Background: an optimization exercise with open tools, aiming at a short achievable clock period and few clock cycles. Do not read the settings as production practice.
Function was checked by simulation only, so behaviour that the tests miss may differ from the original.
No driver is modelled on the clock port, so clock power and skew are understated where the tree is cut down; a real chip needs a root buffer or a tree.

## rev 12
## out_ctrl_top
module out_ctrl_top (
    input  logic                     aclk,
    input  logic                     aresetn,
    input  logic                     start,
    input  logic [31:0]              dst_addr,
    input  logic [383:0]             result,
    input  logic                     result_valid,
    output logic                     busy,
    output logic                     finish_irq,
    output logic [31:0]              m_axi_awaddr,
    output logic                     m_axi_awvalid,
    input  logic                     m_axi_awready,
    output logic [7:0]               m_axi_awlen,
    output logic [31:0]              m_axi_wdata,
    output logic [3:0]               m_axi_wstrb,
    output logic                     m_axi_wlast,
    output logic                     m_axi_wvalid,
    input  logic                     m_axi_wready
);
    assign m_axi_awlen = 8'(3 - 1);
    assign m_axi_wstrb = 4'hF;
    logic         start_q;
    logic         nbusy;         
    logic         busy_i;        
    logic         running;       
    logic         in_pass;       
    logic         in_store;      
    logic [3:0]   pass_cnt;
    logic [2:0]   tiles_in;
    logic         frame_start;
    logic         take;
    logic         take_tile;
    logic         fin_now;
    assign frame_start = start && !start_q && !running;
    assign busy        = !nbusy;
    assign take        = result_valid && !busy_i;
    assign take_tile   = take && in_store;
    logic [383:0] slot;
    logic         slot_full;
    logic [3:0]   rw;            
    logic [11:0]  rw_oh;         
    logic [2:0]   tiles_out;     
    logic         wv_n;
    logic [31:0]  wcur;
    logic         wl_cur;
    logic         wfin;          
    logic         ld;
    logic         slot_last;
    logic         w_hs;
    assign w_hs      = !wv_n && m_axi_wready;
    assign ld        = (wv_n || m_axi_wready) && (slot_full || take_tile);
    assign slot_last = (rw == 4'd11);
    logic         in_pass_n;
    logic         in_store_n;
    logic         slot_full_n;
    always_comb begin
        in_pass_n  = in_pass;
        in_store_n = in_store;
        if (frame_start) begin
            in_pass_n = 1'b1;
        end else if (in_pass && take && pass_cnt == 4'd15) begin
            in_pass_n  = 1'b0;
            in_store_n = 1'b1;
        end else if (take_tile && tiles_in == 3'd7) begin
  ...
Size in the first run: roughly 1,500 cells after synthesis, roughly 640 flip-flops, about 23,000 sq um of cells after synthesis.
==> flow/config.mk <==
export PLATFORM = sky130hd
export DESIGN_NAME = out_ctrl_top
export DESIGN_NICKNAME = out_ctrl_top
export VERILOG_FILES = /design/flow/design.v
export SDC_FILE = /design/flow/constraint.sdc
export NUM_CORES = 4
export LEC_CHECK = 0
export ABC_CLOCK_PERIOD_IN_PS = 1500
export CAP_MARGIN = 20
export CORE_MARGIN = 2
export CORE_UTILIZATION = 40
export SETUP_SLACK_MARGIN = 3.2
export SLEW_MARGIN = 20
==> flow/constraint.sdc <==
create_clock -name core_clock -period 5.0 [get_ports {aclk}]
set_input_delay 1.0000 -clock core_clock [delete_from_list [all_inputs] [get_ports {aclk}]]
set_output_delay 1.0000 -clock core_clock [all_outputs]
set_load 0.01 [all_outputs]
standard.sh (not shown) runs the stock make flow with config.mk's settings and CLKGATE_MAP_FILE= SYNTH_SCRIPT=/design/flow/synth_recipe.tcl, a recipe that flattens the netlist after the stock synthesis.
==> flow/flow/run.sh <==
#!/bin/bash
# Standard ORFS layout with three changes: the clock tree is built by
# pre_cts.tcl, the port buffers are buf_4 instead of the smallest buffer, and
# timing repair may change a cell's footprint (MATCH_CELL_FOOTPRINT=0).
# Each tool's full output stays in orfs/logs; make's own output in make.log.
set -euo pipefail
HERE=$(cd "$(dirname "${BASH_SOURCE[0]}")" && pwd)
export PRE_CTS_TCL="$HERE/pre_cts.tcl"
export MATCH_CELL_FOOTPRINT=0
export BUFFER_PORTS_ARGS="-buffer_cell sky130_fd_sc_hd__buf_4"
bash ./standard.sh MATCH_CELL_FOOTPRINT=0 "BUFFER_PORTS_ARGS=-buffer_cell sky130_fd_sc_hd__buf_4" finish > make.log 2>&1
==> flow/flow/pre_cts.tcl <==
# Sourced by ORFS's cts.tcl before it runs clock_tree_synthesis (PRE_CTS_TCL).
# Replaces TritonCTS's tree with a balanced two-level tree: buf_16 roots,
# buf_12 leaves (see tree.tcl); the rest of the CTS step (legalisation, timing repair) is
# ORFS's own.
source [file join [file dirname [info script]] tree.tcl]

proc clock_tree_synthesis {args} {
  # 2x2 root buffers, each driving 2x3 leaf buffers of about 26 flip-flops
  build_clock_tree aclk 2 2 2 3 sky130_fd_sc_hd__buf_12 sky130_fd_sc_hd__buf_16
  set_propagated_clock [all_clocks]
}
==> flow/flow/tree.tcl <==
# Balanced two-level clock tree, built in place of TritonCTS (bufname for the
# leaves, rootname, if given, for the roots).
# The clock port drives NROOT root buffers; each root drives a group of leaf
# buffers; each leaf drives a cluster of flip-flop clock pins. Clusters come
# from splitting the sinks into equal-count tiles by x, then by y, so every
# leaf has about the same load and every sink the same number of buffers.

proc tree_split {items key n} {
  # split items (lists {iterm x y}) into n groups of near-equal size along key (1 = x, 2 = y)
  set sorted [lsort -real -index $key $items]
  set len [llength $sorted]
  set groups {}
  for {set i 0} {$i < $n} {incr i} {
    set a [expr {($i * $len) / $n}]
    set b [expr {(($i + 1) * $len) / $n - 1}]
    lappend groups [lrange $sorted $a $b]
  }
  return $groups
}

proc tree_centroid {items} {
  set sx 0.0
  set sy 0.0
  foreach it $items {
    set sx [expr {$sx + [lindex $it 1]}]
    set sy [expr {$sy + [lindex $it 2]}]
  }
  set n [llength $items]
  return [list [expr {int($sx / $n)}] [expr {int($sy / $n)}]]
}

proc tree_buffer {block master name x y in_net out_net} {
  set inst [odb::dbInst_create $block $master $name]
  $inst setLocation $x $y
  $inst setPlacementStatus PLACED
  [$inst findITerm A] connect $in_net
  [$inst findITerm X] connect $out_net
  return $inst
}

proc build_clock_tree {clk_port nroot_x nroot_y nleaf_x nleaf_y bufname {rootname ""}} {
  set db [ord::get_db]
  set block [ord::get_db_block]
  set master [$db findMaster $bufname]
  if {$rootname eq ""} { set rootname $bufname }
  set rmaster [$db findMaster $rootname]
  set clk_net [[$block findBTerm $clk_port] getNet]

  set sinks {}
  foreach it [$clk_net getITerms] {
    set xy [$it getAvgXY]
    if {[lindex $xy 0] == 0} {
      set loc [[$it getInst] getLocation]
      set xy [list 1 [lindex $loc 0] [lindex $loc 1]]
    }
    lappend sinks [list $it [lindex $xy 1] [lindex $xy 2]]
  }
  puts "clock tree: [llength $sinks] sinks on [$clk_net getName]"

  set r 0
  set l 0
  foreach rcol [tree_split $sinks 1 $nroot_x] {
    foreach rgrp [tree_split $rcol 2 $nroot_y] {
      set rnet [odb::dbNet_create $block "clknet_root_$r"]
      $rnet setSigType CLOCK
      set rc [tree_centroid $rgrp]
      set leaves {}
      foreach lcol [tree_split $rgrp 1 $nleaf_x] {
        foreach lgrp [tree_split $lcol 2 $nleaf_y] {
          set lnet [odb::dbNet_create $block "clknet_leaf_$l"]
          $lnet setSigType CLOCK
          foreach s $lgrp {
            set it [lindex $s 0]
            $it disconnect
            $it connect $lnet
          }
          set lc [tree_centroid $lgrp]
          tree_buffer $block $master "clkbuf_leaf_$l" [lindex $lc 0] [lindex $lc 1] $rnet $lnet
          incr l
        }
      }
      tree_buffer $block $rmaster "clkbuf_root_$r" [lindex $rc 0] [lindex $rc 1] $clk_net $rnet
      incr r
    }
  }
  puts "clock tree: $r root and $l leaf buffers"
}
Testbench counts of rev 12, summed over its fixed seeds: cycles 24,592.
Changes in rev 13 relative to rev 12:
==> flow/flow/pre_cts.tcl <==
# Sourced by ORFS's cts.tcl before it runs clock_tree_synthesis (PRE_CTS_TCL).
# Replaces TritonCTS's tree with a balanced two-level tree of clkbuf_16
# (see tree.tcl); the rest of the CTS step (legalisation, timing repair) is
# ORFS's own.
source [file join [file dirname [info script]] tree.tcl]

proc clock_tree_synthesis {args} {
  # 2x2 root buffers, each driving 2x3 leaf buffers of about 24 flip-flops
  build_clock_tree aclk 2 2 2 3 sky130_fd_sc_hd__clkbuf_16
  set_propagated_clock [all_clocks]
}
diff --git a/flow/flow/tree.tcl b/flow/flow/tree.tcl
--- a/flow/flow/tree.tcl
+++ b/flow/flow/tree.tcl
@@ -1,4 +1,3 @@
-# Balanced two-level clock tree, built in place of TritonCTS (bufname for the
-# leaves, rootname, if given, for the roots).
+# Balanced two-level clock tree, built in place of TritonCTS.
 # The clock port drives NROOT root buffers; each root drives a group of leaf
 # buffers; each leaf drives a cluster of flip-flop clock pins. Clusters come
@@ -39,10 +38,8 @@
 }
 
-proc build_clock_tree {clk_port nroot_x nroot_y nleaf_x nleaf_y bufname {rootname ""}} {
+proc build_clock_tree {clk_port nroot_x nroot_y nleaf_x nleaf_y bufname} {
   set db [ord::get_db]
   set block [ord::get_db_block]
   set master [$db findMaster $bufname]
-  if {$rootname eq ""} { set rootname $bufname }
-  set rmaster [$db findMaster $rootname]
   set clk_net [[$block findBTerm $clk_port] getNet]
 
@@ -80,5 +77,5 @@
         }
       }
-      tree_buffer $block $rmaster "clkbuf_root_$r" [lindex $rc 0] [lindex $rc 1] $clk_net $rnet
+      tree_buffer $block $master "clkbuf_root_$r" [lindex $rc 0] [lindex $rc 1] $clk_net $rnet
       incr r
     }
diff --git a/flow/config.mk b/flow/config.mk
--- a/flow/config.mk
+++ b/flow/config.mk
@@ -9,5 +9,5 @@
 export CAP_MARGIN = 20
 export CORE_MARGIN = 2
-export CORE_UTILIZATION = 40
+export CORE_UTILIZATION = 55
 export SETUP_SLACK_MARGIN = 3.2
 export SLEW_MARGIN = 20
Notes after the runs:
Rev 13 completed; timing, DRC and antenna clean
In rev 13, the ratio of final minimum period to clock period came out 0.54 points above the value in rev 12.
Going from rev 12 to rev 13, number of combinational gates with multiple inputs has remained practically unchanged; routability congestion estimate from global placement went up by about 6%; non-clock inverter count in the final layout comparable.
Summary of rev 13 over rev 12: total iterations of the first detailed-routing run lost 1, design area lost 350 sq um, first-pass GRT wire length lost 3.7%, first-iteration DRC count picked up an extra 152.
Rev 12 leaves more setup margin than rev 13.
No run of this note takes its clock network from TritonCTS; it comes from the design's own scripts or RTL.

-- separate check: timing with driven ports --
Ports are ideal in the flow. The routed layouts listed here were re-timed in OpenROAD. Step 1 sets driving cells, clkbuf_16 on the clock port and buf_2 on the other inputs (assumed; they add their load-dependent delay and slew). Step 2, shift: input delay + t, output delay - t, t = (earliest + latest rising clock arrival at the registers) / 2. This alone moves slack from input paths to output paths. Three values: ideal ports, drivers, drivers and shift; two values: the first two.
run	shift t [ns]	setup WS [ns]	worst hold slack (ns)	worst setup path at the end	pins driven straight from the clock port
rev 12	0.464	3.108 / 2.957 / 2.782	0.454 / 0.454 / 0.454	input to register	4
rev 13	0.483	3.080 / 2.953 / 2.815	0.465 / 0.465 / 0.465	input to register	4
After both steps setup and hold are still met in every run listed. The setup slack of rev 12, which loses most, moves by -0.151 ns with the drivers and by -0.326 ns with both steps.
